What follows belongs to an exercise in optimizing a design on an open flow for small area, a short achievable clock period and few clock cycles per item; a production flow would make more cautious choices. Function was checked by simulation only, so behaviour that the tests miss may differ from the original. No activity file was given, so power comes from the tool's default toggle rates.

## before
==> flow/design.v <==
module axi_4_vlsu_req_sequencer_burst_calc
#(
    parameter int unsigned CNT_W = 16,
    parameter bit          FIRST = 1'b0
) (
    input  logic [8:0]       a,        
    input  logic [7:0]       pth,      
    input  logic [CNT_W-1:0] rem,
    input  logic             rem_hi,   
    output logic [7:0]       th,       
    output logic [2:0]       thm1,     
    output logic             last
);
    logic        cut;     
    logic        hi;
    logic [7:0]  pn;      
    logic [16:0] gt;      
    logic [8:0]  fits;    
    logic [8:1]  capis;   
    assign hi  = FIRST ? (rem[CNT_W-1:5] != '0) : rem_hi;
    assign cut = FIRST ? (a[8:3] == 6'd63) : (a[8:3] == 6'd62 && pth[7]);
    always_comb begin
        for (int i = 0; i < 7; i++) pn[i] = pth[i] && !pth[i + 1];
        pn[7] = pth[7];
        for (int t = 0; t <= 16; t++) gt[t] = hi || (rem[4:0] > 5'(t));
        for (int k = 0; k <= 8; k++) begin
            if (FIRST) begin
                fits[k] = gt[k];
            end else begin
                fits[k] = 1'b0;
                for (int m = 0; m < 8; m++)
                    fits[k] = fits[k] || (pn[m] && gt[m + 1 + k]);
            end
        end
        for (int k = 1; k < 8; k++) capis[k] = cut && (a[2:0] == 3'(8 - k));
        capis[8] = !cut || (a[2:0] == 3'd0);
        for (int i = 0; i < 8; i++)
            th[i] = (!cut || (a[2:0] <= 3'(7 - i))) && fits[i];
        last = 1'b1;
        for (int k = 1; k <= 8; k++)
            if (capis[k] && fits[k]) last = 1'b0;
    end
    assign thm1[2] = th[4];
    assign thm1[1] = (th[2] && !th[4]) || th[6];
    assign thm1[0] = (th[1] && !th[2]) || (th[3] && !th[4]) || (th[5] && !th[6]) || th[7];
endmodule
module axi_4_vlsu_req_sequencer
#(
    parameter int unsigned ADDR_W    = 32,
    parameter int unsigned DATA_W    = 64,
    parameter int unsigned BURST_MAX = 8,
    parameter int unsigned CNT_W     = 16
) (
    input  logic                          clk,
    input  logic                          reset,
    input  logic                          req_valid,
    output logic                          req_ready,
    input  logic                          req_we,
    input  logic [ADDR_W-1:0]             req_addr,
    input  logic [CNT_W-1:0]              req_beats,
    input  logic                          wdata_valid,
    output logic                          wdata_ready,
    input  logic [DATA_W-1:0]             wdata,
    output logic                          rdata_valid,
    input  logic                          rdata_ready,
    output logic [DATA_W-1:0]             rdata,
    output logic                          done,
    output logic                          err,
    output logic                          ld_req,
    output logic                          st_req,
    output logic [ADDR_W-1:0]             base_addr,
    output logic [7:0]                    burst_len,
    output logic [2:0]                    burst_size,
    output logic [1:0]                    burst_type,
    output logic [DATA_W*BURST_MAX-1:0]   vlsu_wdata,
    output logic [(DATA_W/8)*BURST_MAX-1:0] write_strobe,
    input  logic [DATA_W*BURST_MAX-1:0]   burst_rdata_array,
    input  logic                          burst_valid_data,
    input  logic                          burst_wr_valid
);
    localparam int unsigned AW = ADDR_W - 3;    
    localparam int unsigned HW = AW - 3;        
    logic              req_ready_q;   
    logic              we_q;
    logic              err_q;
    logic              done_q;
    logic [AW-1:0]     a_q;           
    logic [CNT_W-1:0]  r_q;           
    logic              r_hi_q;        
    logic [2:0]        nm1_q;         
    logic [7:0]        nth_q;         
    logic              last_q;        
    logic [2:0]        n2m1_q;        
    logic [7:0]        n2th_q;
    logic              l2_q;
    logic              st_req_q;
    logic              ld_req_q;
    logic              pend_q;        
    logic              wact_q;        
    logic              rmore_q;       
    logic              wrdy_q;
    logic              rvld_q;
    logic [7:0]        cnt_q;         
    logic [7:0]        idx_q;         
    logic [DATA_W-1:0] slot_q [BURST_MAX];
    logic [DATA_W-1:0] rdq;
    logic [7:0]       c_th;      
    logic [2:0]       c_m1;
    logic             c_last;
    logic [7:0]       n2_th;     
    logic [2:0]       n2_m1;
    logic             n2_last;
    axi_4_vlsu_req_sequencer_burst_calc #(.CNT_W(CNT_W), .FIRST(1'b1)) u_first (
        .a      (req_addr[11:3]),
        .pth    (8'h00),
        .rem    (req_beats),
        .rem_hi (1'b0),
        .th    (c_th),
        .thm1  (c_m1),
        .last  (c_last)
    );
    axi_4_vlsu_req_sequencer_burst_calc #(.CNT_W(CNT_W), .FIRST(1'b0)) u_next (
        .a      (a_q[8:0]),
        .pth    (nth_q),
        .rem    (r_q),
        .rem_hi (r_hi_q),
        .th    (n2_th),
        .thm1  (n2_m1),
        .last  (n2_last)
    );
    always_ff @(posedge clk) begin
        n2th_q <= n2_th;
        n2m1_q <= n2_m1;
        l2_q   <= n2_last;
    end
    logic [3:0]       r_lo;
    logic [CNT_W-1:0] r_next;
    logic [CNT_W-4:0] r_hi_m1;
    assign r_lo    = {1'b0, r_q[2:0]} + {1'b0, ~nm1_q};
    assign r_hi_m1 = r_q[CNT_W-1:3] - 1'b1;
    assign r_next  = {({(CNT_W-3){r_lo[3]}} & r_q[CNT_W-1:3]) |
                      ({(CNT_W-3){!r_lo[3]}} & r_hi_m1), r_lo[2:0]};
    logic [3:0]    a_lo;
    logic [AW-1:0] a_next;
    logic [HW-1:0] a_hi_p1_q;
    always_ff @(posedge clk) a_hi_p1_q <= a_q[AW-1:3] + 1'b1;
    assign a_lo    = {1'b0, a_q[2:0]} + {1'b0, nm1_q} + 4'd1;
    assign a_next  = {({HW{a_lo[3]}} & a_hi_p1_q) | ({HW{!a_lo[3]}} & a_q[AW-1:3]), a_lo[2:0]};
    logic       misal, empty, go, issue;
    logic       take, rfree;
    logic       pend_d;
    logic [7:0] cnt_w, cnt_wa, cnt_ra;
    logic [7:0] idx_ra;
    logic       st_d, ld_d;
    assign misal  = (req_addr[2:0] != 3'b000);
    assign empty  = (req_beats == '0);
    assign go     = req_valid && !misal && !empty;
    assign issue  = st_req_q || ld_req_q;
    assign pend_d = issue || (pend_q && !(burst_wr_valid || burst_valid_data));
    assign take   = wdata_valid && wrdy_q;
    assign cnt_w  = st_req_q ? (last_q ? 8'h00 : n2th_q) : cnt_q;
    assign cnt_wa = take ? (cnt_w >> 1) : cnt_w;
    assign st_d   = wact_q && !cnt_wa[0] && !pend_d && !st_req_q;
    assign rfree  = !rvld_q || rdata_ready;
    always_comb begin
        cnt_ra = cnt_q;
        idx_ra = idx_q;
        if (burst_valid_data) begin
            cnt_ra = rfree ? (nth_q >> 1) : nth_q;
            idx_ra = rfree ? 8'h02 : 8'h01;
        end else if (rfree && cnt_q[0]) begin
            cnt_ra = cnt_q >> 1;
            idx_ra = {idx_q[6:0], idx_q[7]};
        end
    end
    assign ld_d   = rmore_q && !cnt_ra[0] && !pend_d && !ld_req_q;
    always_ff @(posedge clk) begin
        if (reset) begin
            req_ready_q <= 1'b1;
            done_q      <= 1'b0;
            st_req_q    <= 1'b0;
            ld_req_q    <= 1'b0;
            pend_q      <= 1'b0;
            wact_q      <= 1'b0;
            rmore_q     <= 1'b0;
            wrdy_q      <= 1'b0;
            rvld_q      <= 1'b0;
            cnt_q       <= '0;
            idx_q       <= 8'h01;
        end else if (req_ready_q) begin
            req_ready_q <= !go;
            done_q      <= req_valid && (misal || empty);
            st_req_q    <= 1'b0;
            ld_req_q    <= go && !req_we;
            pend_q      <= 1'b0;
            wact_q      <= go && req_we;
            rmore_q     <= go && !req_we;
            wrdy_q      <= go && req_we;
            rvld_q      <= 1'b0;
            cnt_q       <= req_we ? c_th : 8'h00;
            idx_q       <= 8'h01;
        end else if (we_q) begin
            req_ready_q <= burst_wr_valid && !wact_q;
            done_q      <= burst_wr_valid && !wact_q;
            st_req_q    <= st_d;
            pend_q      <= pend_d;
            if (st_req_q) wact_q <= !last_q;
            wrdy_q      <= cnt_wa[0] || (st_d && !last_q);
            cnt_q       <= cnt_wa;
            if (take) idx_q <= cnt_w[1] ? {idx_q[6:0], idx_q[7]} : 8'h01;
        end else begin
            req_ready_q <= rvld_q && rdata_ready && !cnt_q[0] && !pend_q && !rmore_q;
            done_q      <= rvld_q && rdata_ready && !cnt_q[0] && !pend_q && !rmore_q;
            ld_req_q    <= ld_d;
            pend_q      <= pend_d;
            if (ld_req_q) rmore_q <= !last_q;
            rvld_q      <= burst_valid_data || !rfree || cnt_q[0];
            cnt_q       <= cnt_ra;
            idx_q       <= idx_ra;
        end
    end
    logic ld_new, ld_n, keep_n;
    assign ld_new = req_ready_q;
    assign ld_n   = !req_ready_q && (st_req_q || (!we_q && burst_valid_data));
    assign keep_n = !req_ready_q && !(st_req_q || (!we_q && burst_valid_data));
    always_ff @(posedge clk) begin
        a_q    <= ({AW{ld_new}} & req_addr[ADDR_W-1:3]) |
                  ({AW{ld_n}}   & a_next) |
                  ({AW{keep_n}} & a_q);
        nm1_q  <= ({3{ld_new}} & c_m1)  | ({3{ld_n}} & n2m1_q) | ({3{keep_n}} & nm1_q);
        nth_q  <= ({8{ld_new}} & c_th)  | ({8{ld_n}} & n2th_q) | ({8{keep_n}} & nth_q);
        last_q <= (ld_new & c_last) | (ld_n & l2_q) | (keep_n & last_q);
        err_q  <= (ld_new & misal) | (!ld_new & err_q);
        r_q    <= ({CNT_W{ld_new}} & req_beats) | ({CNT_W{ld_n}} & r_next) | ({CNT_W{keep_n}} & r_q);
        r_hi_q <= (ld_new & (req_beats[CNT_W-1:5] != '0)) | (ld_n & (r_next[CNT_W-1:5] != '0)) |
                  (keep_n & r_hi_q);
        if (req_ready_q) we_q <= req_we;
    end
    logic       cap_rd;
    logic [7:0] sel_w;
    logic [7:0] sel_h;
    assign cap_rd = !we_q && !cnt_q[0];    
    assign sel_w  = idx_q & {8{wrdy_q}};
    assign sel_h  = ~(sel_w | {8{cap_rd}});
    always_ff @(posedge clk) begin
        for (int i = 0; i < BURST_MAX; i++) begin
            slot_q[i] <= ({DATA_W{sel_w[i]}} & wdata) |
                         ({DATA_W{cap_rd}}   & burst_rdata_array[DATA_W*i +: DATA_W]) |
                         ({DATA_W{sel_h[i]}} & slot_q[i]);
        end
    end
    logic              rd_hold, rd_arr, rd_buf;
    logic [DATA_W-1:0] buf_beat;
    assign rd_hold = rvld_q && !rdata_ready;
    assign rd_arr  = !rd_hold && burst_valid_data;
    assign rd_buf  = !rd_hold && !burst_valid_data;
    always_comb begin
        buf_beat = '0;
        for (int i = 0; i < BURST_MAX; i++)
            buf_beat = buf_beat | ({DATA_W{idx_q[i]}} & slot_q[i]);
    end
    always_ff @(posedge clk) begin
        rdq <= ({DATA_W{rd_hold}} & rdq) |
               ({DATA_W{rd_arr}}  & burst_rdata_array[DATA_W-1:0]) |
               ({DATA_W{rd_buf}}  & buf_beat);
    end
    assign req_ready   = req_ready_q;
    assign wdata_ready = wrdy_q;
    assign rdata_valid = rvld_q;
    assign rdata       = rdq;
    assign done        = done_q;
    assign err         = err_q;
    assign ld_req      = ld_req_q;
    assign st_req      = st_req_q;
    assign base_addr   = {a_q, 3'b000};
    assign burst_len   = {5'b00000, nm1_q};
    assign burst_size  = 3'd3;
    assign burst_type  = 2'b01;
    always_comb begin
        for (int i = 0; i < BURST_MAX; i++) begin
            vlsu_wdata[DATA_W*i +: DATA_W] = slot_q[i];
            write_strobe[8*i +: 8]         = {8{nth_q[i]}};
        end
    end
endmodule
export LEC_CHECK = 0
export CAP_MARGIN = 20
export CORE_AREA = 10 10 510 510
export CTS_CLUSTER_DIAMETER = 150
export CTS_CLUSTER_SIZE = 20
export DIE_AREA = 0 0 520 520
export SETUP_SLACK_MARGIN = 2.5
export SLEW_MARGIN = 20
create_clock -name core_clock -period 5.0 [get_ports {clk}]
standard.sh (not shown) runs the stock make flow with config.mk's settings and CLKGATE_MAP_FILE= SYNTH_SCRIPT=/design/flow/synth_recipe.tcl, a recipe that flattens the netlist after the stock synthesis.
==> flow/flow/run.sh <==
#!/bin/bash
# Standard ORFS layout, with small buffers on the ports instead of the
# default delay-cell port buffers.
cp standard.sh standard.sh.txt
cp config.mk config.mk.txt
export BUFFER_PORTS_ARGS="-buffer_cell sky130_fd_sc_hd__buf_1"
bash standard.sh > standard.log 2>&1
Testbench counts of before, summed over its fixed seeds: cycles 27,065, beats 17,486.
For after, these inputs were changed with respect to before:
--- a/flow/design.v
+++ b/flow/design.v
@@ -103,7 +103,6 @@
     logic [7:0]        cnt_q;         
     logic [7:0]        idx_q;         
     logic [DATA_W-1:0] slot_q [BURST_MAX];
-    logic [DATA_W-1:0] rdq;
     logic [7:0]       c_th;      
     logic [2:0]       c_m1;
     logic             c_last;
@@ -147,10 +146,9 @@
     assign a_lo    = {1'b0, a_q[2:0]} + {1'b0, nm1_q} + 4'd1;
     assign a_next  = {({HW{a_lo[3]}} & a_hi_p1_q) | ({HW{!a_lo[3]}} & a_q[AW-1:3]), a_lo[2:0]};
     logic       misal, empty, go, issue;
-    logic       take, rfree;
+    logic       take, pop;
     logic       pend_d;
     logic [7:0] cnt_w, cnt_wa, cnt_ra;
-    logic [7:0] idx_ra;
     logic       st_d, ld_d;
     assign misal  = (req_addr[2:0] != 3'b000);
     assign empty  = (req_beats == '0);
@@ -161,18 +159,8 @@
     assign cnt_w  = st_req_q ? (last_q ? 8'h00 : n2th_q) : cnt_q;
     assign cnt_wa = take ? (cnt_w >> 1) : cnt_w;
     assign st_d   = wact_q && !cnt_wa[0] && !pend_d && !st_req_q;
-    assign rfree  = !rvld_q || rdata_ready;
-    always_comb begin
-        cnt_ra = cnt_q;
-        idx_ra = idx_q;
-        if (burst_valid_data) begin
-            cnt_ra = rfree ? (nth_q >> 1) : nth_q;
-            idx_ra = rfree ? 8'h02 : 8'h01;
-        end else if (rfree && cnt_q[0]) begin
-            cnt_ra = cnt_q >> 1;
-            idx_ra = {idx_q[6:0], idx_q[7]};
-        end
-    end
+    assign pop    = rvld_q && rdata_ready;
+    assign cnt_ra = burst_valid_data ? nth_q : (pop ? (cnt_q >> 1) : cnt_q);
     assign ld_d   = rmore_q && !cnt_ra[0] && !pend_d && !ld_req_q;
     always_ff @(posedge clk) begin
         if (reset) begin
@@ -209,14 +197,13 @@
             cnt_q       <= cnt_wa;
             if (take) idx_q <= cnt_w[1] ? {idx_q[6:0], idx_q[7]} : 8'h01;
         end else begin
-            req_ready_q <= rvld_q && rdata_ready && !cnt_q[0] && !pend_q && !rmore_q;
-            done_q      <= rvld_q && rdata_ready && !cnt_q[0] && !pend_q && !rmore_q;
+            req_ready_q <= pop && !cnt_q[1] && !pend_q && !rmore_q;
+            done_q      <= pop && !cnt_q[1] && !pend_q && !rmore_q;
             ld_req_q    <= ld_d;
             pend_q      <= pend_d;
             if (ld_req_q) rmore_q <= !last_q;
-            rvld_q      <= burst_valid_data || !rfree || cnt_q[0];
+            rvld_q      <= cnt_ra[0];
             cnt_q       <= cnt_ra;
-            idx_q       <= idx_ra;
         end
     end
     logic ld_new, ld_n, keep_n;
@@ -236,38 +223,30 @@
                   (keep_n & r_hi_q);
         if (req_ready_q) we_q <= req_we;
     end
-    logic       cap_rd;
-    logic [7:0] sel_w;
-    logic [7:0] sel_h;
+    logic                            cap_rd, shift;
+    logic [7:0]                      sel_w;
+    logic [7:0]                      sel_h;
+    logic [DATA_W*(BURST_MAX+1)-1:0] above;
     assign cap_rd = !we_q && !cnt_q[0];    
+    assign shift  = !we_q && pop;
     assign sel_w  = idx_q & {8{wrdy_q}};
-    assign sel_h  = ~(sel_w | {8{cap_rd}});
+    assign sel_h  = ~(sel_w | {8{cap_rd || shift}});
+    always_comb begin
+        above = '0;
+        for (int i = 1; i < BURST_MAX; i++) above[DATA_W*(i-1) +: DATA_W] = slot_q[i];
+    end
     always_ff @(posedge clk) begin
         for (int i = 0; i < BURST_MAX; i++) begin
             slot_q[i] <= ({DATA_W{sel_w[i]}} & wdata) |
                          ({DATA_W{cap_rd}}   & burst_rdata_array[DATA_W*i +: DATA_W]) |
+                         ({DATA_W{shift}}    & above[DATA_W*i +: DATA_W]) |
                          ({DATA_W{sel_h[i]}} & slot_q[i]);
         end
-    end
-    logic              rd_hold, rd_arr, rd_buf;
-    logic [DATA_W-1:0] buf_beat;
-    assign rd_hold = rvld_q && !rdata_ready;
-    assign rd_arr  = !rd_hold && burst_valid_data;
-    assign rd_buf  = !rd_hold && !burst_valid_data;
-    always_comb begin
-        buf_beat = '0;
-        for (int i = 0; i < BURST_MAX; i++)
-            buf_beat = buf_beat | ({DATA_W{idx_q[i]}} & slot_q[i]);
-    end
-    always_ff @(posedge clk) begin
-        rdq <= ({DATA_W{rd_hold}} & rdq) |
-               ({DATA_W{rd_arr}}  & burst_rdata_array[DATA_W-1:0]) |
-               ({DATA_W{rd_buf}}  & buf_beat);
     end
     assign req_ready   = req_ready_q;
     assign wdata_ready = wrdy_q;
     assign rdata_valid = rvld_q;
-    assign rdata       = rdq;
+    assign rdata       = slot_q[0];
     assign done        = done_q;
     assign err         = err_q;
     assign ld_req      = ld_req_q;
Post-route clock period utilization: after < before
Share of power burned in combinational logic delta for after relative to before: 0.9 points lower
after vs before: critical path depth down in after
before → after: total power shrank by about 8%; layout-stage area growth over the synthesis result grew by 3.5 points; worst-case hold slack held steady; number of flops mapped to enable cells by yosys held steady.
Going from before to after, length of routed met3 wiring shrinks by 13%.
after against before: global-route met2 utilization went down by 2.0 points, maximum frequency shows an increase of 1.6%.
Testbench counts of after, summed over its fixed seeds: cycles 28,167, beats 17,486.

-- port drivers added, routing unchanged --
The results above use ideal ports. As a check the final layouts listed here were re-extracted and re-timed, cells and wires unchanged. Step 1 (the two cells are an assumption about what drives the block):
set clk [get_ports {clk}]
set_driving_cell -lib_cell sky130_fd_sc_hd__clkbuf_16 $clk
set_driving_cell -lib_cell sky130_fd_sc_hd__buf_2 [delete_from_list [all_inputs] $clk]
Step 2 also shifts input and output timing later by t, the mid clock arrival at the registers, as if the neighbouring blocks saw the same clock. a / b / c = ideal ports / drivers / drivers and shift; a / b = the first two.
run | t (ns) | slack for setup (ns) | hold slack, ns | cell pins on the clock port's net
before | 0.767 | 2.446 / 2.391 / 1.796 | 0.462 / 0.429 / 0.462 | 1
after | 0.777 | 2.487 / 2.437 / 1.867 | 0.461 / 0.435 / 0.461 | 1
After both steps every run listed still meets setup and hold. For before, which loses most, drivers alone change the setup slack by -0.055 ns; drivers and shift together by -0.650 ns.
